Background: an optimization exercise with open tools, aiming at small area and a short achievable clock period. Do not read the settings as production practice.
RTL that was checked went through simulation tests only; none was proved equivalent to the original.
Function not checked in runs 1 to 3: the RTL went through the layout flow alone.
Power figures rest on the tool's default switching activity, not on a simulated workload.

==> design/flow/design.v <==
package lru_pkg;
    localparam int WAYS  = 8;
    localparam int IDX_W = 7;
    typedef enum logic [2:0] {
        ST_IDLE   = 3'd0,
        ST_LOOKUP = 3'd1,
        ST_REFILL = 3'd2,
        ST_UPDATE = 3'd3,
        ST_RESP   = 3'd4
    } state_e;
endpackage
module lru_victim_sel #(
    parameter int WAYS = lru_pkg::WAYS
) (
    input  logic            i_clean,
    input  logic [3:0]      i_nvalid,
    input  logic [3:0]      i_first,
    input  logic [WAYS-1:0] i_lru_flag,
    output logic            o_hit,
    output logic [2:0]      o_way_idx,
    output logic            o_notfull
);
    logic [2:0] flag_idx;
    logic       flag_onehot;
    always_comb begin
        o_hit       = (i_first < i_nvalid);
        flag_onehot = (i_lru_flag != '0) &&
                      ((i_lru_flag & (i_lru_flag - WAYS'(1))) == '0);
        flag_idx    = '0;
        for (int k = 0; k < WAYS; k++) begin
            if (i_lru_flag[k]) flag_idx = flag_idx | 3'(k);
        end
        o_notfull   = !(i_clean && i_nvalid[3]);
        if (o_hit)            o_way_idx = i_first[2:0];
        else if (!i_clean)    o_way_idx = 3'd0;
        else if (o_notfull)   o_way_idx = i_nvalid[2:0];
        else if (flag_onehot) o_way_idx = flag_idx;
        else                  o_way_idx = 3'd7;
    end
endmodule
module lru_replace_ctrl #(
    parameter int WAYS  = lru_pkg::WAYS,
    parameter int IDX_W = lru_pkg::IDX_W
) (
    input  logic             clk,
    input  logic             rst,
    input  logic             i_req_valid,
    output logic             o_req_ready,
    input  logic [IDX_W-1:0] i_req_addr_7,
    input  logic [WAYS-1:0]  i_req_match_8,
    output logic [IDX_W-1:0] o_lru_addr_7,
    output logic [WAYS-1:0]  o_lru_hit_way_8,
    output logic             o_lru_hit_sig,
    output logic             o_lru_update,
    input  logic [WAYS-1:0]  i_lru_flag_8,
    output logic             o_refill_valid,
    output logic [WAYS-1:0]  o_refill_way_8,
    output logic [IDX_W-1:0] o_refill_addr_7,
    input  logic             i_refill_done,
    output logic             o_resp_valid,
    output logic             o_resp_hit,
    output logic [WAYS-1:0]  o_resp_way_8,
    input  logic             i_resp_ready,
    output logic             o_multi_hit_err
);
    localparam int RINGS = (1 << IDX_W) / 8;
    localparam int RW    = IDX_W - 3;
    function automatic logic [6:0] pair_enc(input logic [3:0] a, input logic [3:0] b);
        if (a[3])      pair_enc = {3'b100, b};
        else if (b[3]) pair_enc = {4'b1100, a[2:0]};
        else           pair_enc = {1'b0, a[2:0], b[2:0]};
    endfunction
    function automatic logic [3:0] pair_a(input logic [6:0] c);
        if (!c[6])     pair_a = {1'b0, c[5:3]};
        else if (!c[5]) pair_a = 4'd8;
        else           pair_a = {1'b0, c[2:0]};
    endfunction
    function automatic logic [3:0] pair_b(input logic [6:0] c);
        if (!c[6])     pair_b = {1'b0, c[2:0]};
        else if (!c[5]) pair_b = c[3:0];
        else           pair_b = 4'd8;
    endfunction
    logic st_idle, st_lookup, st_refill, st_update, st_resp;
    logic [1:0]       ptr_q;
    logic             swept_q;
    logic [IDX_W-1:0] addr_q;
    logic [3:0]       first_q;
    logic [8:1]       sec_lt_q;
    logic [3:0]       first_d;
    logic [3:0]       second_d;
    logic [8:1]       sec_lt_d;
    logic             is8, use_hi, lt_hi, lt_lo;
    logic [6:0]       ccode_q;
    logic             cclean_q;
    logic             odd_q;
    logic [2:0]       way_q;
    logic             hit_q;
    logic             promote_q;
    logic [6:0]       wcode_q;
    logic [6:0]       pc [RINGS][4];
    logic             sel_hit, sel_multi, sel_notfull;
    logic [2:0]       sel_way;
    logic [6:0]       code;
    logic [3:0]       cnt_a, cnt_b, new_a, new_b;
    logic             fill;
    logic [6:0]       new_code;
    logic [6:0]       wr_code;
    logic [RINGS-1:0] we;
    logic [1:0]       rd_pos;
    logic             rd_clean;
    logic [6:0]       rd_code [4];
    always_comb begin
        code  = cclean_q ? ccode_q : 7'd0;
        cnt_a = pair_a(code);
        cnt_b = pair_b(code);
    end
    lru_victim_sel #(.WAYS(WAYS)) u_sel (
        .i_clean     (cclean_q),
        .i_nvalid    (odd_q ? pair_b(ccode_q) : pair_a(ccode_q)),
        .i_first     (first_q),
        .i_lru_flag  (i_lru_flag_8),
        .o_hit       (sel_hit),
        .o_way_idx   (sel_way),
        .o_notfull   (sel_notfull)
    );
    logic [7:0] hi_dec, lo_dec;
    always_comb begin
        is8    = ccode_q[6] && (ccode_q[5] ? odd_q : (!odd_q || ccode_q[3]));
        use_hi = !ccode_q[6] && !odd_q;
        for (int k = 0; k < 8; k++) begin
            hi_dec[k] = (ccode_q[5:3] == 3'(k));
            lo_dec[k] = (ccode_q[2:0] == 3'(k));
        end
        lt_hi = |(hi_dec[7:1] & sec_lt_q[7:1]);
        lt_lo = |(lo_dec[7:1] & sec_lt_q[7:1]);
        sel_multi = (is8 && sec_lt_q[8]) || (!is8 && use_hi && lt_hi) ||
                    (!is8 && !use_hi && lt_lo);
    end
    always_ff @(posedge clk or posedge rst) begin
        if (rst) begin
            st_idle   <= 1'b1;
            st_lookup <= 1'b0;
            st_refill <= 1'b0;
            st_update <= 1'b0;
            st_resp   <= 1'b0;
            ptr_q     <= '0;
            swept_q   <= 1'b0;
        end else begin
            st_idle   <= (st_idle && !i_req_valid) || (st_resp && i_resp_ready);
            st_lookup <= st_idle && i_req_valid;
            st_refill <= (st_lookup && !sel_hit) || (st_refill && !i_refill_done);
            st_update <= (st_lookup && sel_hit) || (st_refill && i_refill_done);
            st_resp   <= st_update || (st_resp && !i_resp_ready);
            ptr_q     <= ptr_q + 2'd1;
            if (ptr_q == 2'd3) swept_q <= 1'b1;
        end
    end
    always_comb begin
        for (int j = 0; j < 4; j++) begin
            rd_code[j] = pc[i_req_addr_7[IDX_W-1:3]][j];
        end
        rd_pos   = i_req_addr_7[2:1] + ptr_q;
        rd_clean = swept_q || (rd_pos < ptr_q);
        first_d  = 4'd8;
        second_d = 4'd8;
        for (int k = WAYS-1; k >= 0; k--) begin
            if (i_req_match_8[k]) begin
                second_d = first_d;
                first_d  = 4'(k);
            end
        end
        if (!rd_clean) begin
            first_d  = 4'd8;
            second_d = 4'd8;
        end
        for (int k = 1; k <= 8; k++) begin
            sec_lt_d[k] = (second_d < 4'(k));
        end
    end
    always_ff @(posedge clk) begin
        first_q  <= first_d;
        sec_lt_q <= sec_lt_d;
        ccode_q  <= rd_code[rd_pos];
        cclean_q <= rd_clean;
        odd_q    <= i_req_addr_7[0];
        if (st_idle) addr_q <= i_req_addr_7;
        if (st_lookup) begin
            way_q     <= sel_way;
            hit_q     <= sel_hit;
            promote_q <= sel_hit || sel_notfull;
            wcode_q   <= new_code;
        end
    end
    always_comb begin
        fill     = !sel_hit && sel_notfull;
        new_a    = (fill && !odd_q) ? cnt_a + 4'd1 : cnt_a;
        new_b    = (fill &&  odd_q) ? cnt_b + 4'd1 : cnt_b;
        new_code = pair_enc(new_a, new_b);
        wr_code  = st_lookup ? new_code : wcode_q;
        for (int r = 0; r < RINGS; r++) begin
            we[r] = !st_idle && (addr_q[IDX_W-1:3] == RW'(r)) &&
                    (2'(addr_q[2:1] + ptr_q) == 2'd3);
        end
    end
    always_ff @(posedge clk) begin
        for (int r = 0; r < RINGS; r++) begin
            pc[r][0] <= we[r] ? wr_code : (swept_q ? pc[r][3] : 7'd0);
            for (int j = 1; j < 4; j++) begin
                pc[r][j] <= pc[r][j-1];
            end
        end
    end
    logic [WAYS-1:0] way_dec;
    always_comb begin
        for (int k = 0; k < WAYS; k++) begin
            way_dec[k] = (way_q == 3'(k));
        end
        o_req_ready     = st_idle && !rst;
        o_lru_addr_7    = st_idle ? '0 : addr_q;
        o_refill_addr_7 = st_idle ? '0 : addr_q;
        o_multi_hit_err = st_lookup && sel_multi;
        o_refill_valid  = st_refill;
        o_refill_way_8  = st_refill ? way_dec : '0;
        o_lru_update    = st_update;
        o_lru_hit_sig   = st_update && promote_q;
        o_lru_hit_way_8 = (st_update && promote_q) ? way_dec : '0;
        o_resp_valid    = st_resp;
        o_resp_hit      = st_resp && hit_q;
        o_resp_way_8    = st_resp ? way_dec : '0;
    end
endmodule
==> design/flow/flow/run.sh <==
#!/bin/bash
# The standard layout (the standard.sh, standard synthesis included),
# with the port buffers made of plain buffers and timing repair allowed to
# change a cell's footprint when it resizes it.
bash standard.sh MATCH_CELL_FOOTPRINT=0 "BUFFER_PORTS_ARGS=-buffer_cell sky130_fd_sc_hd__buf_2" finish > standard.log 2>&1
==> design/flow/standard.sh <==
#!/bin/bash
# synth_recipe.tcl (not shown) runs the flow's synth.tcl, then flattens the netlist and writes it again
# the make line also repeats each setting of config.mk as NAME=value (left out here)
make -C /OpenROAD-flow-scripts/flow DESIGN_CONFIG=/design/flow/config.mk WORK_HOME=/design/flow/orfs CLKGATE_MAP_FILE= SYNTH_SCRIPT=/design/flow/synth_recipe.tcl "${@:-finish}"
==> design/flow/config.mk <==
export PLATFORM = sky130hd
export DESIGN_NAME = lru_replace_ctrl
export DESIGN_NICKNAME = lru_replace_ctrl
export VERILOG_FILES = /design/flow/design.v
export SDC_FILE = /design/flow/constraint.sdc
export NUM_CORES = 4
export LEC_CHECK = 0
export ABC_AREA = 1
export CAP_MARGIN = 20
export CORE_MARGIN = 2
export CORE_UTILIZATION = 35
export CTS_CLUSTER_DIAMETER = 100
export CTS_CLUSTER_SIZE = 30
export SETUP_SLACK_MARGIN = 4.3
export SLEW_MARGIN = 20
==> design/flow/constraint.sdc <==
create_clock -name core_clock -period 8.0 [get_ports {clk}]
set_input_delay 1.6000 -clock core_clock [delete_from_list [all_inputs] [get_ports {clk}]]
set_output_delay 1.6000 -clock core_clock [all_outputs]
set_load 0.01 [all_outputs]
==> results of run 1 <==
worst reg2reg max path: cells and delay by family (launching register included):
kind / cells / cell delay, ns
adder cells (fa/ha/maj): 1 / 0.30
AO/OA/AOI/OAI: 3 / 0.81
flip-flops: 1 / 0.57
buffers and inverters: 2 / 0.50
AND/OR/NAND/NOR: 10 / 1.09
Yosys cell counts, drive strengths merged (4+ instances only):
master,count,share of area [%]
a21oi,43,1.3
a221oi,48,2.5
a22o,55,2.9
a31oi,8,0.30
buf,23,1.1
clkbuf,36,0.82
dfrtp,7,1.1
dfxtp,476,58
edfxtp,12,2.2
ha,8,0.61
inv,125,2.8
nand2,574,13
nand3,108,3.5
nand4,51,2.0
nor2,132,3.2
nor3,14,0.45
nor4,4,0.15
o211ai,4,0.18
o21ai,49,1.6
o22ai,5,0.19
o31ai,5,0.23
or2,4,0.15
xnor2,4,0.21
state kept, by name, indices dropped and copies added (netlist names), 2 cells and up:
| register | flops |
|---|---|
| pc | 448 |
| ccode_q | 7 |
| way_q | 3 |
| sec_lt_q | 8 |
| addr_q | 7 |
| first_q | 4 |
| ptr_q | 2 |
| wcode_q | 7 |
kinds of logic (layout without fill, tap and decap cells):
kind of cell	after synthesis	count (layout)	share of synthesized area (%)
DFF	496	496	61.1
other	1	2	0.0227
buffers and inverters	187	247	4.79
xor gates and xnor gates	5	5	0.265
AOI/OAI and AO/OA	233	233	10.1
and+or+nand+nor	890	890	22.9
adders and majority gates	9	9	0.728
metal layers:
layer	up-vias	wire length (um)
met4	0	1540
met2	391	21900
li1	6119	-
met1	6147	21000
met3	79	2960
met5	-	0
power by group through the flow:
stage / registers (uW) / clock network (uW) / logic, uW
2_1_floorplan: 2890 / 0 / 317
3_3_place_gp: 2960 / 0 / 436
3_5_place_dp: 2960 / 0 / 443
4_1_cts: 2910 / 1250 / 444
5_1_grt: 2940 / 1340 / 490
6_report: 2920 / 1240 / 447
timing repair:
| action | 4_1_cts | 5_1_grt |
|---|---|---|
| setup buffers | 0 | 0 |
| cloned | 0 | 0 |
| pin swaps | 0 | 0 |
| endpoints found under the setup margin | 1 | 5 |
| gates resized for setup | 2 | 9 |
| hold endpoints to repair | 0 | 0 |
how the worst max path moves through the flow:
stage	slack, ns	cells past startpoint	endpoint	start
after floorplan	4.63	1	o_req_ready	rst
after global placement	3.98	9	ccode_q[6]$_DFF_P_	i_req_addr_7[6]
after detailed placement	4.04	9	ccode_q[2]$_DFF_P_	i_req_addr_7[6]
after CTS	4.31	7	o_multi_hit_err	ccode_q[1]$_DFF_P_
after global routing	4.32	11	o_multi_hit_err	ccode_q[5]$_DFF_P_
final	4.33	3	o_lru_addr_7[6]	addr_q[6]$_DFFE_PP_
final cells by class:
| cell class | count | area share, % |
|---|---|---|
| multi-input cells | 1138 | 31.3 |
| clock inverters | 2 | 0.118 |
| repair buffers | 92 | 2.82 |
| diodes | 1 | 0.0138 |
| well taps | 607 | 4.20 |
| clock buffers | 25 | 2.99 |
| inverters | 128 | 2.66 |
| flip-flops and latches | 496 | 55.9 |
stage by stage:
| stage | area (um^2) | setup slack (ns) | utilization, % | total power, uW | hold WS, ns |
|---|---|---|---|---|---|
| floorplan | 16500 | 4.63 | - | 3210 | 0.331 |
| finish | 18100 | 4.33 | 38.8 | 4600 | 0.346 |
| global route | 18100 | 4.32 | 38.8 | 4770 | 0.356 |
| global placement | 17500 | 3.98 | 37.6 | 3400 | 0.333 |
| detailed placement | 17500 | 4.04 | 37.6 | 3410 | 0.335 |
| CTS | 18100 | 4.31 | 38.8 | 4610 | 0.350 |
==> flow_metrics.env, run 1 <==
export IMPL_status="finished clean"
export IMPL_cap_violations=0
export IMPL_antenna_found_initial=1
export IMPL_synthArstFlopShare_pct=1.61
export IMPL_ff2ff_path_depth=16
export IMPL_vias=12700
export IMPL_crit_buf_inv=2
export IMPL_fillers=4633
export IMPL_peakVddDrop_v=0.000128
export IMPL_synth_edf_count=12
export IMPL_numPortBuffers=72
export IMPL_r2r_start="ccode_q[6]$_DFF_P_"
export IMPL_root_buffer="clkbuf_16"
export IMPL_clock_latency_ns=0.56
export IMPL_area_growth_syn_to_layout_pct=9.52
export IMPL_power_internal_uw=3360
export IMPL_seqPwrFrac_pct=63.4
export IMPL_static_leakage_power_uw=0.00770
export IMPL_die_h_um=221
export IMPL_seqCellArea_um2=10100
export IMPL_first_iter_violations=1027
export IMPL_synth_fp_nets=1858
export IMPL_path_cells="inv_1 > nor2_1 > buf_2"
export IMPL_start_kind="flip-flop"
export IMPL_track_usage_pct=18.9
export IMPL_io_pins=73
export IMPL_fin_crit_ns=3.67
export IMPL_post_route_period_util_pct=45.9
export IMPL_synth_seq_cells=496
export IMPL_whs_endpoint="pc[19][5]$_DFF_P_"
export IMPL_max_stage_delay_ns=0.62
export IMPL_h_tree_depth=1
export IMPL_rsz0062_at_grt="no"
export IMPL_final_cells=2489
export IMPL_seq_area_frac_synth_pct=61.1
export IMPL_wirelength_um=47400
export IMPL_hold_viol=0
export IMPL_arrival_ns=2.07
export IMPL_clk_pin_slew_ns=0.11
export IMPL_setup_tns_ns=0
export IMPL_cts_sinks=496
export IMPL_path_class="reg2out"
export IMPL_wl_per_cell_um=19.0
export IMPL_place_congestion=0.887
export IMPL_combPwrFrac_pct=9.7
export IMPL_critPathMaxFanout=5
export IMPL_die_area_um2=48900
export IMPL_final_common_cell="nand2_1"
export IMPL_required_ns=6.40
export IMPL_slew_viol_final=0
export IMPL_r2r_end="pc[16][6]$_DFF_P_"
export IMPL_hp_start="pc[18][5]$_DFF_P_"
export IMPL_ys_types=55
export IMPL_power_frac_clock_pct=26.9
export IMPL_grt_max_degree=33
export IMPL_rows=79
export IMPL_numCtsBuffers=20
export IMPL_overflow=0
export IMPL_max_slew_margin_pct=37.1
export IMPL_critPathTopFamily="simple AND/OR/NAND/NOR gates"
export IMPL_multi_input_area_um2=5650
export IMPL_nets=1913
export IMPL_switching_share_pct=27.0
export IMPL_initial_core_util_pct=35.4
export IMPL_synthFlopType="dfxtp_1"
export IMPL_skew_ns=0.0305
export IMPL_synth_area_um2=16500
export IMPL_grt_pass1_wl_um=71500
export IMPL_final_cell_mix="nand2_1, dfxtp_1, inv_1, nor2_1, nand3_1"
export IMPL_crit_path_end_kind="output pin"
export IMPL_firstDrtPassIters=5
export IMPL_grtUsageMet2_pct=31.2
export IMPL_vias_per_cell=5.12
export IMPL_hold_buffers=0
export IMPL_min_path_type="reg2reg"
export IMPL_slowest_stage="nor2_1"
export IMPL_cts_tree="done"
export IMPL_p_switching_uw=1240
export IMPL_detail_route_antenna_nets=0
export IMPL_hold_path_depth=0
export IMPL_fmax_mhz=272
export IMPL_worst_pin_slew_ns=0.942
export IMPL_design_core_area_um2=46600
export IMPL_power_density_nw_per_um2=254
export IMPL_ff2ff_setup_slack_ns=4.61
export IMPL_ys_warn_count=4
export IMPL_syn_avg_cell_area_um2=9.06
export IMPL_grtUsageMet1_pct=25.2
export IMPL_drc_errors=0
export IMPL_drive_gt1_share_pct=9.46
export IMPL_cts_buffer_depth=3
export IMPL_syn_inst=1821
export IMPL_grt_pass1_vias=12500
export IMPL_busiest_layer="met2"
export IMPL_setup_viol_count_final=0
export IMPL_dp_cells=2461
export IMPL_hpwl_um=35300
export IMPL_die_w_um=221
export IMPL_grtUsageMet3_pct=2.84
==> run 2: changes to the inputs <==
--- a/design/flow/config.mk
+++ b/design/flow/config.mk
@@ -13,3 +13,3 @@
 export CTS_CLUSTER_SIZE = 30
-export SETUP_SLACK_MARGIN = 4.3
+export SETUP_SLACK_MARGIN = 4.6
 export SLEW_MARGIN = 20
==> run 2 against run 1 <==
Against the previous run:
- still clean on timing, DRC and antenna
- setup slack gained 0.17 ns
- non-clock buffer count grew 8
- routed wire length grew 1.2%
- sequential share of layout area shrank 0.44 points
- global-route usage grew 0.063 points
- clock-buffer cell count is the same
- synthesized cell count is the same
- die area is the same
- largest cell class unchanged
==> flow_metrics.env, run 2 <==
export IMPL_start_kind="flip-flop"
export IMPL_setup_viol_count_final=0
export IMPL_yosysMostFrequentCell="nand2_1"
export IMPL_arrival_ns=1.90
export IMPL_largest_reg_flops=448
export IMPL_h_tree_depth=1
export IMPL_required_ns=6.40
export IMPL_fin_crit_ns=3.50
export IMPL_wirelength_um=47900
export IMPL_yosys_area_top_type="dfxtp_1"
export IMPL_met2_wirelength_um=22100
export IMPL_vias_per_cell=5.12
export IMPL_met1Wirelength_um=21200
export IMPL_design_core_area_um2=46600
export IMPL_grt_max_degree=33
export IMPL_root_buffer="clkbuf_16"
export IMPL_cts_sinks=496
export IMPL_drive_gt1_share_pct=10.7
export IMPL_first_iter_violations=1012
export IMPL_hold_viol=0
export IMPL_worst_slack_ns=4.50
export IMPL_drc_errors=0
export IMPL_setup_tns_ns=0
export IMPL_top_regs="pc: 448 flops, sec_lt_q: 8 flops"
export IMPL_cts_buffer_depth=3
export IMPL_synth_top_area_share_pct=57.7
export IMPL_ys_warn_count=4
export IMPL_max_stage_delay_ns=0.44
export IMPL_seq_area_frac_synth_pct=61.1
export IMPL_combPwrFrac_pct=10.0
export IMPL_critPathTopFamily="flip-flops"
export IMPL_die_area_um2=48900
export IMPL_status="finished clean"
export IMPL_hp_start="pc[18][5]$_DFF_P_"
export IMPL_wl_per_cell_um=19.2
export IMPL_p_total_uw=4620
export IMPL_p_switching_uw=1250
export IMPL_hpwl_um=35300
export IMPL_ys_types=55
export IMPL_synthFlopType="dfxtp_1"
export IMPL_final_cell_mix="nand2_1, dfxtp_1, inv_1, nor2_1, nand3_1"
export IMPL_synth_seq_cells=496
export IMPL_r2r_start="ccode_q[5]$_DFF_P_"
export IMPL_startpoint="ccode_q[2]$_DFF_P_"
export IMPL_die_h_um=221
export IMPL_syn_inst=1821
export IMPL_synth_fp_nets=1858
export IMPL_switching_share_pct=27.0
export IMPL_rsz0062_at_grt="yes"
export IMPL_area_growth_syn_to_layout_pct=10.5
export IMPL_crit_buf_inv=3
export IMPL_min_path_type="reg2reg"
export IMPL_slowest_stage="dfxtp_4"
export IMPL_synthTopCellsByCount="nand2_1, dfxtp_1, nor2_1"
export IMPL_highest_layer="met5"
export IMPL_place_congestion=0.887
export IMPL_slew_viol_final=0
export IMPL_fmax_mhz=286
export IMPL_antenna_found_initial=2
export IMPL_vias=12800
export IMPL_postPlaceCellArea_um2=17500
export IMPL_path_class="reg2out"
export IMPL_io_pins=73
export IMPL_power_density_nw_per_um2=253
export IMPL_nets=1923
export IMPL_numPortBuffers=72
export IMPL_power_internal_uw=3370
export IMPL_seqPwrFrac_pct=63.2
export IMPL_final_area_um2=18200
export IMPL_utilization_pct=39.2
export IMPL_skew_ns=0.0343
export IMPL_synth_area_um2=16500
export IMPL_pre_cts_ws_ns=4.04
export IMPL_met3_length_um=3020
export IMPL_syn_avg_cell_area_um2=9.06
export IMPL_clock_latency_ns=0.57
export IMPL_crit_path_end_kind="output pin"
export IMPL_critPathMaxFanout=4
export IMPL_top_register="pc"
export IMPL_path_cells="inv_2 > a21oi_1 > o21ai_1 > o311ai_2 > o211ai_1 > nand3_1 > nand2_1 > inv_1 > buf_2"
export IMPL_worst_pin_slew_ns=0.934
export IMPL_detail_route_antenna_nets=0
export IMPL_grt_pass1_wl_um=71800
export IMPL_power_frac_clock_pct=26.7
export IMPL_clk_pin_slew_ns=0.12
export IMPL_initial_core_util_pct=35.4
export IMPL_grt_pass1_vias=12600
export IMPL_cts_tree="done"
export IMPL_synthArstFlopShare_pct=1.61
export IMPL_post_route_period_util_pct=43.8
export IMPL_static_leakage_power_uw=0.00773
export IMPL_cap_violations=0
export IMPL_synth_edf_count=12
export IMPL_track_usage_pct=18.9
export IMPL_synth_area_leaders="dfxtp_1, nand2_1, nand3_1"
export IMPL_hold_buffers=0
export IMPL_overflow=0
export IMPL_die_w_um=221
export IMPL_rows=79
export IMPL_peakVddDrop_v=0.000129
export IMPL_max_slew_margin_pct=37.7
export IMPL_firstDrtPassIters=5
export IMPL_final_common_cell="nand2_1"
export IMPL_diodes=0
export IMPL_numCtsBuffers=20
run 2: metrics by stage:
step	std cells	hold slack [ns]
final	2498	0.347
after global routing	2498	0.356
after CTS	2491	0.350
after detailed placement	2461	0.335
after global placement	2461	0.333
after floorplan	1821	0.331
run 2: power groups by stage:
stage	Sequential [uW]	Clock, uW	Combinational (uW)
5_1_grt	2940	1340	505
6_report	2920	1230	463
3_3_place_gp	2960	0	436
2_1_floorplan	2890	0	317
4_1_cts	2910	1250	448
3_5_place_dp	2960	0	443
run 2: routing by layer:
layer	GRT usage [%]	vias to the layer above
li1	-	6136
met1	25.3	6146
met2	31.3	416
met3	2.70	89
met4	6.41	2
met5	0	-
run 2: final timing paths:
check,slack [ns],cells after the start,end
setup / recovery,4.50,9,o_multi_hit_err
hold / removal,0.35,0,pc[19][5]$_DFF_P_
setup reg to reg,4.85,17,pc[0][6]$_DFF_P_
hold reg to reg,0.35,0,pc[19][5]$_DFF_P_
max in group asynchronous,6.73,2,st_idle$_DFF_PP1_
min in group asynchronous,0.98,2,st_refill$_DFF_PP0_
run 2: logic make-up after synthesis:
kind of cell    Yosys count  share of synthesized area [%]
xor+xnor                  5                          0.265
flops                   496                           61.1
buf+inv                 187                           4.79
compound gates          233                           10.1
other cells               1                         0.0227
simple gates            890                           22.9
fa+ha+maj                 9                          0.728
run 2: final cells by class:
type / count / area (um^2)
fillers: 4613 / 28300
flip-flops and latches: 496 / 10100
multi-input cells: 1138 / 5710
well taps: 607 / 759
repair buffers: 100 / 581
clock buffers: 25 / 541
inverters: 128 / 499
clock inverters: 2 / 21.3
repair inverters: 2 / 12.5
run 2: what timing repair did:
action | CTS | global route
pin swaps | 1 | 6
setup endpoints to repair | 14 | 17
resized for setup | 19 | 24
gates cloned | 0 | 2
buffers inserted | 3 | 5
==> run 3: changes to the inputs <==
==> design/flow/flow/run.sh (replaced) <==
#!/bin/bash
# The standard layout (standard.sh, its synthesis script included) with
# three changes:
#  - ABC maps the logic with flow/abc_area.script (ABC_AREA is 1), an
#    area-recovering mapping, in place of ORFS's abc_area.script; the flow
#    scripts are otherwise ORFS's own, copied unchanged;
#  - the port buffers are plain buffers;
#  - timing repair may change a cell's footprint when it resizes it.
set -e
rm -rf scripts_abc
cp -r "$FLOW_HOME/scripts" scripts_abc
cp flow/abc_area.script scripts_abc/abc_area.script
bash standard.sh SCRIPTS_DIR="$PWD/scripts_abc" MATCH_CELL_FOOTPRINT=0 \
    "BUFFER_PORTS_ARGS=-buffer_cell sky130_fd_sc_hd__buf_2" finish > standard.log 2>&1
==> design/flow/flow/abc_area.script (new file) <==
&get -n
&st
&dch
&nf -R 1000
&put
topo
stime -c
buffer -c
upsize -c
dnsize -c
==> run 3 against run 2 <==
Against the previous run:
- setup slack better by 0.017 ns
- critical path depth is 6 lower
- sequential power is 5% higher
- sequential share of layout area increased by 2.9 points
- clock-buffer cell count grew 2
- largest cell class unchanged
- via count fell by 14%
- combinational power increased by 24%
- register-to-register slack about the same
- total power up 5.2%
- still clean
==> flow_metrics.env, run 3 <==
export IMPL_wl_per_cell_um=19.9
export IMPL_yosysMostFrequentCell="dfxtp_1"
export IMPL_numPortBuffers=72
export IMPL_whs_ns=0.347
export IMPL_fmax_mhz=287
export IMPL_final_cell_mix="dfxtp_1, nand2_1, o21ai_0, buf_2, a222oi_1"
export IMPL_arrival_ns=1.88
export IMPL_ys_types=64
export IMPL_synthArstFlopShare_pct=1.61
export IMPL_synth_edf_count=12
export IMPL_drc_errors=0
export IMPL_synth_area_leaders="dfxtp_1, a222oi_1, nand2_1"
export IMPL_top_regs="pc: 448 flops, sec_lt_q: 8 flops"
export IMPL_final_common_cell="dfxtp_1"
export IMPL_worst_slack_ns=4.52
export IMPL_max_slew_margin_pct=45.8
export IMPL_hold_viol=0
export IMPL_diodes=0
export IMPL_min_path_type="reg2reg"
export IMPL_fillers=4260
export IMPL_required_ns=6.40
export IMPL_clock_latency_ns=0.54
export IMPL_die_h_um=215
export IMPL_fin_crit_ns=3.48
export IMPL_first_iter_violations=1152
export IMPL_path_class="in2out"
export IMPL_p_total_uw=4860
export IMPL_synth_top_area_share_pct=61.4
export IMPL_multi_input_area_um2=5120
export IMPL_pre_cts_ws_ns=3.80
export IMPL_place_congestion=0.865
export IMPL_cts_buffer_depth=3
export IMPL_r2r_start="ccode_q[6]$_DFF_P_"
export IMPL_detail_route_antenna_nets=0
export IMPL_die_w_um=215
export IMPL_nets=1482
export IMPL_cts_tree="done"
export IMPL_numCtsBuffers=20
export IMPL_clk_pin_slew_ns=0.11
export IMPL_start_kind="input port"
export IMPL_drive_gt1_share_pct=12.4
export IMPL_antenna_found_initial=1
export IMPL_final_cells=2043
export IMPL_seq_area_frac_synth_pct=65.0
export IMPL_synthTopCellsByCount="dfxtp_1, nand2_1, o21ai_0"
export IMPL_cap_violations=0
export IMPL_crit_path_end="o_req_ready"
export IMPL_track_usage_pct=17.2
export IMPL_cts_sinks=496
export IMPL_synth_fp_nets=1445
export IMPL_syn_inst=1408
export IMPL_setup_tns_ns=0
export IMPL_yosys_area_top_type="dfxtp_1"
export IMPL_ff2ff_path_depth=16
export IMPL_area_growth_syn_to_layout_pct=11.6
export IMPL_slew_viol_final=0
export IMPL_vias=11000
export IMPL_ff2ff_setup_slack_ns=4.86
export IMPL_worst_pin_slew_ns=0.810
export IMPL_largest_reg_flops=448
export IMPL_post_route_period_util_pct=43.5
export IMPL_skew_ns=0.0193
export IMPL_design_core_area_um2=44000
export IMPL_root_buffer="clkbuf_16"
export IMPL_io_pins=73
export IMPL_peakVddDrop_v=0.000142
export IMPL_dp_cells=2004
export IMPL_h_tree_depth=1
export IMPL_wirelength_um=40600
export IMPL_critPathMaxFanout=2
export IMPL_grt_max_degree=49
export IMPL_ys_warn_count=4
export IMPL_setup_viol_count_final=0
export IMPL_top_register="pc"
export IMPL_initial_core_util_pct=35.2
export IMPL_startpoint="rst"
export IMPL_status="finished clean"
export IMPL_power_density_nw_per_um2=281
export IMPL_overflow=0
export IMPL_vias_per_cell=5.40
export IMPL_r2r_end="pc[52][5]$_DFF_P_"
export IMPL_firstDrtPassIters=8
export IMPL_static_leakage_power_uw=0.00630
export IMPL_synth_area_um2=15500
export IMPL_rows=77
export IMPL_syn_avg_cell_area_um2=11.0
export IMPL_crit_path_end_kind="output pin"
export IMPL_hpwl_um=28500
export IMPL_seqCellArea_um2=10100
export IMPL_synth_seq_cells=496
export IMPL_grt_pass1_vias=10900
export IMPL_grt_pass1_wl_um=62100
export IMPL_synthFlopType="dfxtp_1"
export IMPL_die_area_um2=46000
export IMPL_rsz0062_at_grt="yes"
-- run 3: cell types whose count changed after synthesis, sizes merged, moves of 16 or more --
cell and delta:
a222oi +67, a22o -16, a22oi +41, and2 +19, and3 +19, clkbuf +36
inv -94, nand2 -421, nand3 -78, nand4 -35, nor2 -70, o21ai +72
-- run 3: worst min path at each step --
| stage | depth (start not counted) | slack (ns) | end | startpoint |
|---|---|---|---|---|
| after floorplan | 0 | 0.33 | pc[22][3]$_DFF_P_ | pc[21][3]$_DFF_P_ |
| after global placement | 0 | 0.33 | pc[18][1]$_DFF_P_ | pc[17][1]$_DFF_P_ |
| after detailed placement | 0 | 0.34 | pc[1][1]$_DFF_P_ | pc[0][1]$_DFF_P_ |
| after CTS | 0 | 0.35 | pc[38][2]$_DFF_P_ | pc[37][2]$_DFF_P_ |
| after global routing | 0 | 0.35 | pc[38][2]$_DFF_P_ | pc[37][2]$_DFF_P_ |
| final | 0 | 0.35 | pc[38][2]$_DFF_P_ | pc[37][2]$_DFF_P_ |
-- run 3: cells by family after synthesis --
logic type / share of synthesized area [%]
buffers and inverters: 3.17
multiplexers: 0.597
flip-flops: 65.0
XOR/XNOR: 0.452
AO/OA/AOI/OAI: 18.8
adder cells (fa/ha/maj): 0.774
other: 0.0242
AND/OR/NAND/NOR: 11.2
-- run 3: critical path, cell delays in order --
cell	delay (ns)
buf_6	0.09
nor2_2	0.06
buf_2	0.13
-- run 3: final cells by class --
cell class	instances	area share, %
clock buffer	27	3.22
clock inverter	1	0.0940
inverter	31	0.687
multi-input combinational	793	29.6
sequential	496	58.4
tap	592	4.28
timing repair buffer	103	3.72
-- run 3: through the flow --
stage / instance area [um^2] / util (%)
2_1_floorplan: 15600 / -
3_3_place_gp: 16500 / 37.5
3_5_place_dp: 16500 / 37.5
4_1_cts: 17300 / 39.2
5_1_grt: 17300 / 39.3
6_report: 17300 / 39.3
-- run 3: power by group --
group	internal (uW)	switching, uW
sequential	2850	219
combinational	210	362
clock	498	722
-- run 3: repair_timing --
| item | in CTS | in global routing |
|---|---|---|
| endpoints found under the hold margin | 0 | 0 |
| cloned | 0 | 0 |
| resized for setup | 28 | 16 |
| pin swaps | 14 | 11 |
| buffers inserted | 10 | 1 |
| endpoints found under the setup margin | 133 | 55 |
| hold buffers | 0 | 0 |
-- run 3: metal layers --
layer  global-route usage (%)  wire, um  up-vias
met5                        0         0        -
met2                     28.7     19200      378
met3                     2.62      2580       70
met4                     6.16      1380        0
li1                         -         -     5212
met1                     22.6     17500     5372
==> run 4: changes to the inputs <==
--- a/design/flow/design.v
+++ b/design/flow/design.v
@@ -79,3 +79,3 @@
         if (!c[6])     pair_b = {1'b0, c[2:0]};
-        else if (!c[5]) pair_b = c[3:0];
+        else if (!c[5]) pair_b = c[3] ? 4'd8 : {1'b0, c[2:0]};
         else           pair_b = 4'd8;
==> design/flow/flow/abc_area.script (replaced) <==
&get -n
&st
&dch
&nf -R 1000
&put
==> run 4 against run 3 <==
Against the previous run:
- non-clock buffer count up 6
- still clean
- synthesized area is 2.6% lower
- worst hold slack got worse by 0.0030 ns
- critical endpoint is now o_multi_hit_err
- register-to-register slack worse by 0.25 ns
- synthesized cell count down 5.4%
- largest cell class unchanged
- sequential share of layout area fell by 0.25 points
- global-route usage rose by 1.3 points
==> flow_metrics.env, run 4 <==
export IMPL_min_path_type="reg2reg"
export IMPL_clk_pin_slew_ns=0.12
export IMPL_crit_path_end_kind="output pin"
export IMPL_grtUsageMet3_pct=2.03
export IMPL_drc_errors=0
export IMPL_critPathMaxFanout=8
export IMPL_max_stage_delay_ns=0.54
export IMPL_path_class="reg2out"
export IMPL_root_buffer="clkbuf_16"
export IMPL_nets=1493
export IMPL_yosysMostFrequentCell="dfxtp_1"
export IMPL_synth_area_um2=15100
export IMPL_hold_path_depth=0
export IMPL_grt_pass1_vias=11000
export IMPL_synth_area_leaders="dfxtp_1, a222oi_1, o21ai_0"
export IMPL_final_cells=2045
export IMPL_slowest_stage="mux4_2"
export IMPL_power_density_nw_per_um2=255
export IMPL_cts_buffer_depth=3
export IMPL_syn_avg_cell_area_um2=11.4
export IMPL_grtUsageMet1_pct=25.6
export IMPL_cts_tree="done"
export IMPL_numCtsBuffers=20
export IMPL_ys_warn_count=4
export IMPL_die_w_um=212
export IMPL_design_core_area_um2=42900
export IMPL_hold_viol=0
export IMPL_initial_core_util_pct=35.3
export IMPL_h_tree_depth=1
export IMPL_crit_cells=4
export IMPL_final_common_cell="dfxtp_1"
export IMPL_wirelength_um=42500
export IMPL_required_ns=6.40
export IMPL_synthTopCellsByCount="dfxtp_1, o21ai_0, nand2_1"
export IMPL_final_cell_mix="dfxtp_1, o21ai_0, nand2_1, nand3_1, a222oi_1"
export IMPL_dp_cells=2005
export IMPL_yosys_area_top_type="dfxtp_1"
export IMPL_largest_reg_flops=448
export IMPL_start_kind="flip-flop"
export IMPL_overflow=0
export IMPL_peakVddDrop_v=0.000151
export IMPL_whs_ns=0.344
export IMPL_setup_tns_ns=0
export IMPL_vias_per_cell=5.54
export IMPL_top_register="pc"
export IMPL_track_usage_pct=18.5
export IMPL_syn_inst=1332
export IMPL_crit_buf_inv=1
export IMPL_synthArstFlopShare_pct=1.61
export IMPL_static_leakage_power_uw=0.00633
export IMPL_fin_crit_ns=3.54
export IMPL_die_area_um2=44900
export IMPL_top_regs="pc: 448 flops, sec_lt_q: 8 flops"
export IMPL_rsz0062_at_grt="yes"
export IMPL_setup_viol_count_final=0
export IMPL_clock_latency_ns=0.55
export IMPL_firstDrtPassIters=6
export IMPL_drive_gt1_share_pct=13.2
export IMPL_fmax_mhz=282
export IMPL_place_congestion=0.879
export IMPL_grt_max_degree=47
export IMPL_max_slew_margin_pct=44.2
export IMPL_worst_pin_slew_ns=0.835
export IMPL_detail_route_antenna_nets=0
export IMPL_grt_pass1_wl_um=64400
export IMPL_wl_per_cell_um=20.8
export IMPL_post_route_period_util_pct=44.3
export IMPL_synth_seq_cells=496
export IMPL_area_growth_syn_to_layout_pct=15.0
export IMPL_cts_sinks=496
export IMPL_ys_types=50
export IMPL_synth_top_area_share_pct=63.0
export IMPL_path_cells="mux4_2 > o21ai_1 > a21oi_2 > buf_2"
export IMPL_arrival_ns=1.94
export IMPL_ff2ff_path_depth=17
export IMPL_slew_viol_final=0
export IMPL_critPathTopFamily="multiplexers"
export IMPL_hold_buffers=0
export IMPL_seq_area_frac_synth_pct=66.7
export IMPL_synth_fp_nets=1369
export IMPL_fillers=4098
export IMPL_grtUsageMet2_pct=31.1
export IMPL_first_iter_violations=1298
export IMPL_hpwl_um=29400
export IMPL_vias=11300
export IMPL_io_pins=73
export IMPL_rows=76
export IMPL_antenna_found_initial=0
export IMPL_synth_edf_count=12
export IMPL_status="finished clean"
export IMPL_cap_violations=0
export IMPL_numPortBuffers=72
export IMPL_skew_ns=0.0219
export IMPL_die_h_um=212
export IMPL_busiest_layer="met2"
export IMPL_synthFlopType="dfxtp_1"
run 4: through the flow:
stage | worst slack (ns) | total power [uW] | util (%) | area, um^2
CTS | 4.46 | 4430 | 40.1 | 17200
global placement | 3.75 | 3220 | 38.4 | 16500
detailed placement | 3.59 | 3230 | 38.4 | 16500
finish | 4.46 | 4440 | 40.5 | 17400
global route | 4.36 | 4610 | 40.5 | 17400
floorplan | 4.57 | 3040 | - | 15200
run 4: final timing paths:
check	start	endpoint	slack (ns)
setup / recovery	ccode_q[1]$_DFF_P_	o_multi_hit_err	4.46
hold reg to reg	pc[1][6]$_DFF_P_	pc[2][6]$_DFF_P_	0.34
setup reg to reg	ccode_q[1]$_DFF_P_	pc[52][1]$_DFF_P_	4.61
min in group asynchronous	rst	ptr_q[1]$_DFF_PP0_	1.04
hold / removal	pc[1][6]$_DFF_P_	pc[2][6]$_DFF_P_	0.34
max in group asynchronous	rst	st_idle$_DFF_PP1_	6.72
run 4: routing by layer:
metal  part of all wire [%]  vias up  wire (um)
met5                      0        -          0
met4                    2.3        0        969
met3                    5.9       57       2510
met2                     47      402      19800
met1                     45     5606      19200
li1                       -     5258          -
run 4: worst register-to-register path: cells and delay by family (launching register included):
family / cells / cell delay [ns]
buffers and inverters: 2 / 0.35
adder cells (fa/ha/maj): 1 / 0.28
AND/OR/NAND/NOR: 4 / 0.45
AO/OA/AOI/OAI: 10 / 1.77
flip-flops: 1 / 0.42
run 4: cells by family (layout without fill, tap and decap cells):
kind of cell / count (synthesis) / after routing / share of synthesized area [%]
buf+inv: 34 / 161 / 1.02
simple gates: 390 / 390 / 12.5
mux: 7 / 7 / 0.579
compound gates: 388 / 388 / 18.0
fa+ha+maj: 9 / 9 / 0.795
xor+xnor: 7 / 7 / 0.406
flops: 496 / 496 / 66.7
other cells: 1 / 2 / 0.0248
run 4: power by group:
group / total [uW] / switching [uW] / internal [uW]
Clock: 1220 / 736 / 486
Combinational: 400 / 258 / 142
Sequential: 2820 / 131 / 2690
run 4: area by class of cell:
cell class	count	area, um^2	area share [%]
antenna	1	2.50	0.0144
clock buffer	24	537	3.09
clock inverter	1	16.3	0.0936
inverter	27	109	0.626
multi-input combinational	802	5170	29.8
sequential	496	10100	58.2
tap	585	732	4.21
timing repair buffer	109	702	4.04
run 4: what timing repair did:
| item | CTS | global route |
|---|---|---|
| pin swaps | 6 | 9 |
| setup buffers | 10 | 4 |
| endpoints found under the setup margin | 126 | 130 |
| resized for setup | 34 | 45 |
==> run 5: changes to the inputs <==
==> design/flow/flow/abc_area.script (replaced) <==
&get -n
&st
&dch
&nf -R 1000
&put
topo
stime -c
buffer -c
upsize -c
dnsize -c
--- a/design/flow/config.mk
+++ b/design/flow/config.mk
@@ -13,3 +13,3 @@
 export CTS_CLUSTER_SIZE = 30
-export SETUP_SLACK_MARGIN = 4.6
+export SETUP_SLACK_MARGIN = 4.5
 export SLEW_MARGIN = 20
==> run 5 against run 4 <==
Against the previous run:
- clock-buffer cell count unchanged
- cell area up 0.25%
- via count down 1.2%
- non-clock buffer count up 4
- highest routed layer unchanged
- synthesized area up 3.4%
- maximum frequency about the same
- final cell count up 0.49%
- clock skew up 0.0097 ns
- sequential power about the same
- largest power group unchanged
- global-route usage down 0.93 points
- die area up 3.4%
==> flow_metrics.env, run 5 <==
export IMPL_arrival_ns=1.95
export IMPL_cts_tree="done"
export IMPL_p_total_uw=4440
export IMPL_max_slew_margin_pct=43.9
export IMPL_antenna_found_initial=1
export IMPL_area_growth_syn_to_layout_pct=11.5
export IMPL_vias=11200
export IMPL_critPathMaxFanout=7
export IMPL_grt_pass1_wl_um=64400
export IMPL_synthTopCellsByCount="dfxtp_1, nand2_1, o21ai_0"
export IMPL_final_area_um2=17400
export IMPL_multi_input_area_um2=5190
export IMPL_overflow=0
export IMPL_cts_buffer_depth=3
export IMPL_fin_crit_ns=3.55
export IMPL_hold_viol=0
export IMPL_power_density_nw_per_um2=255
export IMPL_die_w_um=215
export IMPL_hpwl_um=29400
export IMPL_top_register="pc"
export IMPL_slew_viol_final=0
export IMPL_ff2ff_setup_slack_ns=4.61
export IMPL_numCtsBuffers=20
export IMPL_start_kind="flip-flop"
export IMPL_min_path_type="reg2reg"
export IMPL_grtUsageMet1_pct=24.0
export IMPL_final_cell_mix="dfxtp_1, nand2_1, o21ai_0, nand3_1, a222oi_1"
export IMPL_die_area_um2=46400
export IMPL_vias_per_cell=5.44
export IMPL_grt_max_degree=50
export IMPL_whs_ns=0.338
export IMPL_wl_per_cell_um=20.6
export IMPL_grt_pass1_vias=11000
export IMPL_drive_gt1_share_pct=14.1
export IMPL_p_switching_uw=1120
export IMPL_synthFlopType="dfxtp_1"
export IMPL_root_buffer="clkbuf_16"
export IMPL_post_route_period_util_pct=44.3
export IMPL_synth_top_area_share_pct=60.9
export IMPL_yosys_area_top_type="dfxtp_1"
export IMPL_clock_latency_ns=0.55
export IMPL_wirelength_um=42300
export IMPL_yosysMostFrequentCell="dfxtp_1"
export IMPL_syn_inst=1412
export IMPL_numPortBuffers=72
export IMPL_combPwrFrac_pct=9.1
export IMPL_cap_violations=0
export IMPL_die_h_um=215
export IMPL_syn_avg_cell_area_um2=11.1
export IMPL_path_class="reg2out"
export IMPL_detail_route_antenna_nets=0
export IMPL_ys_types=71
export IMPL_ys_warn_count=4
export IMPL_worst_pin_slew_ns=0.840
export IMPL_status="finished clean"
export IMPL_setup_tns_ns=0
export IMPL_synth_edf_count=12
export IMPL_grtUsageMet2_pct=29.9
export IMPL_io_pins=73
export IMPL_fmax_mhz=282
export IMPL_cts_sinks=496
export IMPL_seqCellArea_um2=10100
export IMPL_h_tree_depth=1
export IMPL_drc_errors=0
export IMPL_track_usage_pct=17.6
export IMPL_postPlaceCellArea_um2=16600
export IMPL_top_regs="pc: 448 flops, sec_lt_q: 8 flops"
export IMPL_power_internal_uw=3330
export IMPL_switching_share_pct=25.1
export IMPL_rsz0062_at_grt="yes"
export IMPL_synth_fp_nets=1449
export IMPL_setup_viol_count_final=0
export IMPL_place_congestion=0.845
export IMPL_peakVddDrop_v=0.000131
export IMPL_clk_pin_slew_ns=0.12
export IMPL_synth_area_leaders="dfxtp_1, a222oi_1, o21ai_0"
export IMPL_crit_path_end_kind="output pin"
export IMPL_rows=77
export IMPL_synth_seq_cells=496
export IMPL_pre_cts_ws_ns=3.73
export IMPL_design_core_area_um2=44100
export IMPL_diodes=0
export IMPL_largest_reg_flops=448
export IMPL_grtUsageMet3_pct=2.08
export IMPL_busiest_layer="met2"
export IMPL_skew_ns=0.0316
export IMPL_seqPwrFrac_pct=63.5
export IMPL_nets=1497
export IMPL_synth_area_um2=15600
export IMPL_synthArstFlopShare_pct=1.61
export IMPL_initial_core_util_pct=35.4
export IMPL_worst_slack_ns=4.45
export IMPL_first_iter_violations=1304
export IMPL_final_common_cell="dfxtp_1"
export IMPL_firstDrtPassIters=9
export IMPL_static_leakage_power_uw=0.00644
export IMPL_required_ns=6.40
export IMPL_power_frac_clock_pct=27.4
export IMPL_fillers=4282
export IMPL_seq_area_frac_synth_pct=64.5
==> run 5: changes by cell type in the layout (fill, tap and decap cells not counted), moves of 5 or more <==
cell and change:
and2_0 -14, and2_1 +14, buf_2 +5, buf_4 +6, buf_6 -7, clkinv_1 -23, inv_1 +24, nor3_2 +6
nor3_4 -6, o21ai_0 -30, o21ai_1 +22, o21ai_2 +8
==> run 5: final cells by class <==
| cell class | instances | area share [%] |
|---|---|---|
| Clock buffer | 24 | 3.08 |
| Multi-Input combinational cell | 802 | 29.8 |
| Tap cell | 592 | 4.25 |
| Inverter | 27 | 0.603 |
| Clock inverter | 1 | 0.0933 |
| Timing Repair Buffer | 113 | 4.19 |
| Sequential cell | 496 | 58.0 |
==> run 5: power groups by stage <==
stage	Sequential [uW]	Combinational, uW	Clock, uW
6_report	2820	406	1220
3_3_place_gp	2870	361	0
2_1_floorplan	2820	265	0
3_5_place_dp	2870	366	0
5_1_grt	2840	445	1320
4_1_cts	2820	394	1240
==> run 5: layer usage <==
layer / part of all wire, % / wire (um)
met3: 5.5 / 2310
met1: 45 / 19100
met5: 0 / 0
met2: 47 / 20000
met4: 2.1 / 871
==> run 5: final timing paths <==
kind                                    start  cells after the start                  to
min                          pc[5][0]$_DFF_P_                      0    pc[6][0]$_DFF_P_
max                        ccode_q[5]$_DFF_P_                      7     o_multi_hit_err
min reg2reg                  pc[5][0]$_DFF_P_                      0    pc[6][0]$_DFF_P_
max reg2reg                ccode_q[6]$_DFF_P_                     18   pc[32][2]$_DFF_P_
min in group asynchronous                 rst                      2  ptr_q[0]$_DFF_PP0_
max in group asynchronous                 rst                      2   st_idle$_DFF_PP1_
==> run 5: timing repair <==
item | in CTS | in global routing
gates resized for setup | 18 | 14
pin swaps | 7 | 4
setup endpoints to repair | 106 | 120
buffers inserted | 10 | 9
hold buffers | 0 | 0
==> run 5: worst max-delay path: stages (launching register included) <==
cell      delay, ns
dfxtp_4        0.41
o21ai_2        0.06
a21oi_1        0.11
a31oi_1        0.06
a311oi_1       0.32
a22oi_1        0.11
a21oi_1        0.16
buf_2          0.17
==> run 5: cell families after synthesis <==
kind of cell / after synthesis / share of synthesized area (%)
compound gates: 388 / 18.1
xor+xnor: 7 / 0.392
fa+ha+maj: 9 / 0.768
buf+inv: 114 / 3.22
flops: 496 / 64.5
mux: 7 / 0.560
other cells: 1 / 0.0240
simple gates: 390 / 12.4
==> run 5: per-stage QoR <==
| step | cells | util (%) |
|---|---|---|
| 2_1_floorplan | 1412 | - |
| 3_3_place_gp | 2011 | 37.6 |
| 3_5_place_dp | 2011 | 37.6 |
| 4_1_cts | 2046 | 39.2 |
| 5_1_grt | 2055 | 39.5 |
| 6_report | 2055 | 39.5 |
==> run 6: changes to the inputs <==
--- a/design/flow/config.mk
+++ b/design/flow/config.mk
@@ -13,3 +13,3 @@
 export CTS_CLUSTER_SIZE = 30
-export SETUP_SLACK_MARGIN = 4.5
+export SETUP_SLACK_MARGIN = 4.6
 export SLEW_MARGIN = 20
==> run 6 against run 5 <==
Against the previous run:
- largest power group unchanged
- sequential power about the same
- clock power barely moved
- clock skew fell by 0.018 ns
- non-clock buffer count down 8
- maximum frequency fell by 1.4%
- synthesized cell count did not move
- register-to-register slack better by 0.04 ns
- total power is 0.72% higher
- critical path depth stayed put
==> flow_metrics.env, run 6 <==
export IMPL_ys_types=71
export IMPL_critPathTopFamily="compound AO/OA/AOI/OAI gates"
export IMPL_path_class="reg2out"
export IMPL_h_tree_depth=1
export IMPL_synth_top_area_share_pct=60.9
export IMPL_static_leakage_power_uw=0.00647
export IMPL_die_w_um=215
export IMPL_muxShareOfSynthArea_pct=0.560
export IMPL_vias_per_cell=5.46
export IMPL_hold_viol=0
export IMPL_io_pins=73
export IMPL_syn_inst=1412
export IMPL_crit_cells=7
export IMPL_cts_tree="done"
export IMPL_firstDrtPassIters=6
export IMPL_synthSimpleGateAreaFrac_pct=12.4
export IMPL_min_path_type="reg2reg"
export IMPL_synthTopCellsByCount="dfxtp_1, nand2_1, o21ai_0"
export IMPL_crit_path_end_kind="output pin"
export IMPL_start_kind="flip-flop"
export IMPL_synth_area_um2=15600
export IMPL_power_density_nw_per_um2=255
export IMPL_synth_compound_area_share_pct=18.1
export IMPL_critPathMaxFanout=6
export IMPL_grt_pass1_vias=10800
export IMPL_grt_max_degree=55
export IMPL_synthFlopType="dfxtp_1"
export IMPL_max_slew_margin_pct=43.3
export IMPL_clk_pin_slew_ns=0.12
export IMPL_utilization_pct=39.7
export IMPL_fin_crit_ns=3.60
export IMPL_initial_core_util_pct=35.4
export IMPL_path_cells="inv_4 > nor2_4 > a211oi_4 > a311oi_1 > o21ai_1 > a21oi_1 > buf_2"
export IMPL_yosys_area_top_type="dfxtp_1"
export IMPL_root_buffer="clkbuf_16"
export IMPL_detail_route_antenna_nets=0
export IMPL_cap_violations=0
export IMPL_hold_path_depth=0
export IMPL_ff2ff_path_depth=19
export IMPL_top_register="pc"
export IMPL_drive_gt1_share_pct=14.6
export IMPL_synth_top_family_by_area="compound AO/OA/AOI/OAI gates"
export IMPL_antenna_found_initial=1
export IMPL_slowest_stage="dfxtp_4"
export IMPL_wl_per_cell_um=20.8
export IMPL_cts_sinks=496
export IMPL_fmax_mhz=278
export IMPL_multi_input_area_um2=5310
export IMPL_setup_tns_ns=0
export IMPL_hold_buffers=0
export IMPL_rows=77
export IMPL_synthXorXnorAreaFrac_pct=0.392
export IMPL_vias=11200
export IMPL_worst_pin_slew_ns=0.848
export IMPL_synth_seq_cells=496
export IMPL_area_growth_syn_to_layout_pct=12.1
export IMPL_setup_viol_count_final=0
export IMPL_synthArstFlopShare_pct=1.61
export IMPL_clock_latency_ns=0.55
export IMPL_die_h_um=215
export IMPL_arrival_ns=2.00
export IMPL_crit_buf_inv=2
export IMPL_seqCellArea_um2=10100
export IMPL_max_stage_delay_ns=0.45
export IMPL_diodes=0
export IMPL_p_total_uw=4470
export IMPL_peakVddDrop_v=0.000146
export IMPL_top_regs="pc: 448 flops, sec_lt_q: 8 flops"
export IMPL_synth_fp_nets=1449
export IMPL_drc_errors=0
export IMPL_final_cell_mix="dfxtp_1, nand2_1, o21ai_0, nand3_1, a222oi_1"
export IMPL_final_common_cell="dfxtp_1"
export IMPL_die_area_um2=46400
export IMPL_post_route_period_util_pct=45.0
export IMPL_yosysMostFrequentCell="dfxtp_1"
export IMPL_track_usage_pct=17.8
export IMPL_syn_avg_cell_area_um2=11.1
export IMPL_grt_pass1_wl_um=65000
export IMPL_rsz0062_at_grt="yes"
export IMPL_seq_area_frac_synth_pct=64.5
export IMPL_largest_reg_flops=448
export IMPL_cts_buffer_depth=3
export IMPL_synth_edf_count=12
export IMPL_fillers=4325
export IMPL_synthAdderAreaFrac_pct=0.768
export IMPL_overflow=0
export IMPL_skew_ns=0.0140
export IMPL_status="finished clean"
export IMPL_required_ns=6.40
export IMPL_numCtsBuffers=20
export IMPL_synth_area_leaders="dfxtp_1, a222oi_1, o21ai_0"
export IMPL_wirelength_um=42700
export IMPL_numPortBuffers=72
export IMPL_hpwl_um=29300
export IMPL_nets=1489
export IMPL_first_iter_violations=1257
export IMPL_slew_viol_final=0
export IMPL_design_core_area_um2=44100
export IMPL_place_congestion=0.859
export IMPL_ys_warn_count=4
run 6: repair_timing:
action / in CTS / in global routing
pin swaps: 8 / 9
endpoints found under the setup margin: 122 / 130
resized for setup: 20 / 36
setup buffers: 8 / 4
cloned: 0 / 0
hold endpoints to repair: 0 / 0
run 6: metal layers:
layer	global-route usage, %	vias up	share of wire, %
li1	-	5258	-
met1	25.5	5456	45
met2	28.9	426	46
met3	1.98	52	6.3
met4	4.25	0	2.3
met5	0	-	0
run 6: worst paths after layout:
path,end,slack (ns),start
worst max-delay path,o_multi_hit_err,4.40,ccode_q[5]$_DFF_P_
worst min-delay path,pc[22][6]$_DFF_P_,0.35,pc[21][6]$_DFF_P_
worst max register to register,pc[24][3]$_DFF_P_,4.65,ccode_q[5]$_DFF_P_
worst min register to register,pc[22][6]$_DFF_P_,0.35,pc[21][6]$_DFF_P_
max in group asynchronous,st_idle$_DFF_PP1_,6.76,rst
min in group asynchronous,swept_q$_DFFE_PP0N_,0.97,rst
run 6: cell families (layout without fill, tap and decap cells):
kind of cell	Yosys count	after routing
mux	7	7
other cells	1	1
flops	496	496
buf+inv	114	158
simple gates	390	390
fa+ha+maj	9	9
xor+xnor	7	7
compound gates	388	388
run 6: cell type report:
cell class              count  area share, %
well taps                 592           4.22
multi-input cells         802           30.3
clock inverters             2         0.0999
repair buffers            105           3.97
flip-flops and latches    496           57.7
clock buffers              24           3.12
inverters                  27          0.614
run 6: power by group:
group / switching (uW) / internal, uW
Clock: 737 / 493
Sequential: 134 / 2690
Combinational: 266 / 156
run 6: through the flow:
step                      hold WS (ns)  instances  setup slack [ns]  area [um^2]
after global routing             0.355       2048              4.31        17500
after floorplan                  0.326       1412              4.60        15700
after detailed placement         0.336       2010              3.80        16600
after global placement           0.332       2010              3.68        16600
final                            0.347       2048              4.40        17500
after CTS                        0.348       2044              4.43        17400
==> run 7: changes to the inputs <==
--- a/design/flow/config.mk
+++ b/design/flow/config.mk
@@ -10,6 +10,6 @@
 export CORE_MARGIN = 2
-export CORE_UTILIZATION = 35
+export CORE_UTILIZATION = 55
 export CTS_CLUSTER_DIAMETER = 100
-export CTS_CLUSTER_SIZE = 30
-export SETUP_SLACK_MARGIN = 4.6
+export CTS_CLUSTER_SIZE = 28
+export SETUP_SLACK_MARGIN = 4.5
 export SLEW_MARGIN = 20
==> run 7 against run 6 <==
Against the previous run:
- clock skew rose by 0.014 ns
- flip-flop and latch count unchanged
- setup slack improved by 0.061 ns
- maximum frequency rose by 1.7%
- critical endpoint unchanged
- largest power group unchanged
- highest routed layer unchanged
==> flow_metrics.env, run 7 <==
export IMPL_root_buffer="clkbuf_16"
export IMPL_numCtsBuffers=21
export IMPL_syn_avg_cell_area_um2=11.1
export IMPL_power_internal_uw=3340
export IMPL_postPlaceCellArea_um2=16300
export IMPL_top_regs="pc: 448 flops, sec_lt_q: 8 flops"
export IMPL_wl_per_cell_um=23.1
export IMPL_rows=61
export IMPL_seq_area_frac_synth_pct=64.5
export IMPL_vias_per_cell=6.08
export IMPL_cap_violations=0
export IMPL_overflow=0
export IMPL_synth_area_leaders="dfxtp_1, a222oi_1, o21ai_0"
export IMPL_largest_reg_flops=448
export IMPL_initial_core_util_pct=56.1
export IMPL_hold_viol=0
export IMPL_vias=11200
export IMPL_start_kind="flip-flop"
export IMPL_p_switching_uw=1120
export IMPL_cts_sinks=496
export IMPL_grt_pass1_vias=10400
export IMPL_synth_edf_count=12
export IMPL_fillers=2302
export IMPL_clock_latency_ns=0.56
export IMPL_max_slew_margin_pct=42.7
export IMPL_track_usage_pct=27.7
export IMPL_whs_endpoint="pc[23][0]$_DFF_P_"
export IMPL_switching_share_pct=25.2
export IMPL_die_area_um2=29800
export IMPL_status="finished clean"
export IMPL_p_total_uw=4460
export IMPL_power_frac_clock_pct=27.3
export IMPL_synthFlopType="dfxtp_1"
export IMPL_setup_tns_ns=0
export IMPL_post_route_period_util_pct=44.2
export IMPL_grt_max_degree=50
export IMPL_cts_buffer_depth=3
export IMPL_synth_seq_cells=496
export IMPL_place_congestion=0.874
export IMPL_static_leakage_power_uw=0.00645
export IMPL_die_w_um=173
export IMPL_ys_types=71
export IMPL_min_path_type="reg2reg"
export IMPL_io_pins=73
export IMPL_die_h_um=173
export IMPL_seqPwrFrac_pct=63.2
export IMPL_top_register="pc"
export IMPL_drive_gt1_share_pct=14.4
export IMPL_fin_crit_ns=3.54
export IMPL_area_growth_syn_to_layout_pct=9.95
export IMPL_pre_cts_ws_ns=3.93
export IMPL_yosysMostFrequentCell="dfxtp_1"
export IMPL_peakVddDrop_v=0.000207
export IMPL_combPwrFrac_pct=9.5
export IMPL_fmax_mhz=283
export IMPL_syn_inst=1412
export IMPL_path_class="reg2out"
export IMPL_crit_path_end_kind="output pin"
export IMPL_clk_pin_slew_ns=0.11
export IMPL_synth_top_area_share_pct=60.9
export IMPL_r2r_end="pc[32][2]$_DFF_P_"
export IMPL_hold_path_depth=0
export IMPL_hpwl_um=29100
export IMPL_hp_start="pc[22][0]$_DFF_P_"
export IMPL_final_common_cell="dfxtp_1"
export IMPL_drc_errors=0
export IMPL_final_cell_mix="dfxtp_1, nand2_1, o21ai_0, nand3_1, a222oi_1"
export IMPL_wirelength_um=42400
export IMPL_numPortBuffers=72
export IMPL_hold_buffers=0
export IMPL_required_ns=6.40
export IMPL_synthTopCellsByCount="dfxtp_1, nand2_1, o21ai_0"
export IMPL_ff2ff_setup_slack_ns=4.65
export IMPL_detail_route_antenna_nets=0
export IMPL_rsz0062_at_grt="yes"
export IMPL_design_core_area_um2=27900
export IMPL_arrival_ns=1.94
export IMPL_worst_pin_slew_ns=0.857
export IMPL_h_tree_depth=1
export IMPL_slew_viol_final=0
export IMPL_setup_viol_count_final=0
export IMPL_firstDrtPassIters=6
export IMPL_ff2ff_path_depth=17
export IMPL_diodes=0
export IMPL_yosys_area_top_type="dfxtp_1"
export IMPL_worst_slack_ns=4.46
export IMPL_synthArstFlopShare_pct=1.61
export IMPL_final_area_um2=17200
export IMPL_r2r_start="ccode_q[3]$_DFF_P_"
export IMPL_synth_area_um2=15600
export IMPL_skew_ns=0.0284
export IMPL_nets=1495
export IMPL_synth_fp_nets=1449
export IMPL_first_iter_violations=1276
export IMPL_cts_tree="done"
export IMPL_critPathMaxFanout=6
export IMPL_antenna_found_initial=3
export IMPL_grt_pass1_wl_um=64100
export IMPL_ys_warn_count=4
export IMPL_power_density_nw_per_um2=259
-- run 7: cell counts after synthesis --
No cell type changed its count.
-- run 7: worst max-delay path: stages, from the launching register on --
cell and delay, ns:
dfxtp_4 0.38, dlymetal6s2s_1 0.19, nor2b_1 0.14, o21ai_0 0.25, a22oi_1 0.11, a21oi_1 0.17
buf_2 0.15
-- run 7: logic make-up (layout without fill, tap and decap cells) --
family	after synthesis	count (layout)	synth area share, %
compound gates	388	388	18.1
xor+xnor	7	7	0.392
fa+ha+maj	9	9	0.768
buf+inv	114	163	3.22
flops	496	496	64.5
mux	7	7	0.560
other cells	1	1	0.0240
simple gates	390	390	12.4
-- run 7: final cells by class --
type	count	area [um^2]	share of cell area [%]
clock buffers	24	537	3.12
clock inverters	2	17.5	0.102
inverters	27	109	0.633
multi-input cells	802	5210	30.3
flip-flops and latches	496	10100	58.8
well taps	378	473	2.75
repair buffers	110	738	4.29
-- run 7: power groups by stage --
| stage | Clock, uW | Sequential [uW] | Combinational [uW] |
|---|---|---|---|
| after floorplan | 0 | 2820 | 265 |
| after global placement | 0 | 2860 | 362 |
| after detailed placement | 0 | 2870 | 369 |
| after CTS | 1230 | 2810 | 396 |
| after global routing | 1320 | 2840 | 460 |
| final | 1220 | 2820 | 423 |
-- run 7: worst max path at each step --
stage                                  start                 end  cells after the start
after floorplan              i_req_addr_7[4]  ccode_q[5]$_DFF_P_                     10
after global placement         odd_q$_DFF_P_    pc[0][3]$_DFF_P_                     16
after detailed placement       odd_q$_DFF_P_   pc[32][2]$_DFF_P_                     17
after CTS                 ccode_q[3]$_DFF_P_     o_multi_hit_err                      7
after global routing      ccode_q[5]$_DFF_P_     o_multi_hit_err                      7
final                     ccode_q[3]$_DFF_P_     o_multi_hit_err                      6
-- run 7: timing repair --
action,CTS,global route
setup endpoints to repair,120,103
buffers inserted,9,9
pin swaps,9,6
gates resized for setup,20,16
-- run 7: through the flow --
stage | util [%] | cells | hold WS [ns]
after detailed placement | 58.5 | 1795 | 0.332
after floorplan | - | 1412 | 0.326
after global routing | 61.7 | 1839 | 0.347
after CTS | 61.1 | 1830 | 0.339
after global placement | 58.5 | 1795 | 0.331
final | 61.7 | 1839 | 0.336
-- run 7: routing by layer --
metal	part of all wire, %	vias to the layer above	GRT usage (%)
met1	46	5403	39.1
met2	46	427	45.3
met3	5.7	63	2.95
li1	-	5282	-
met4	2.9	0	8.12
met5	0	-	0

static timing again, ports no longer ideal:
In the flow no input, the clock included, has a driving cell. The finished layouts below were timed again as built, in two steps.
Step 1, drivers: a clkbuf_16 drives clk and a buf_2 each remaining input, both assumed.
Step 2, shift: input delay + t, output delay - t, t = (earliest + latest rising clock arrival at the registers) / 2. This alone moves slack from input paths to output paths.
Slacks: ideal / step 1 / step 2; pairs: ideal / step 1.
run	t (ns)	slack for setup (ns)	worst hold slack (ns)	worst setup path at the end	worst register clock-pin slew, ns
run 1	0.604	4.328 / 4.274 / 3.989	0.346 / 0.346 / 0.346	input to register	0.12 / 0.12
run 2	0.601	4.499 / 4.448 / 4.182	0.347 / 0.347 / 0.347	input to register	0.12 / 0.12
run 3	0.594	4.517 / 4.486 / 4.156	0.347 / 0.347 / 0.347	input to register	0.11 / 0.11
run 4	0.585	4.456 / 4.408 / 4.099	0.344 / 0.344 / 0.344	input to register	0.12 / 0.12
run 5	0.589	4.453 / 4.401 / 4.094	0.338 / 0.338 / 0.338	input to register	0.12 / 0.12
run 6	0.595	4.403 / 4.349 / 4.141	0.347 / 0.347 / 0.347	input to register	0.12 / 0.12
run 7	0.592	4.464 / 4.413 / 4.042	0.336 / 0.336 / 0.336	input to register	0.11 / 0.11
After both steps setup and hold are still met in every run listed. The setup slack of run 7, which loses most, moves by -0.051 ns with the drivers and by -0.422 ns with both steps.
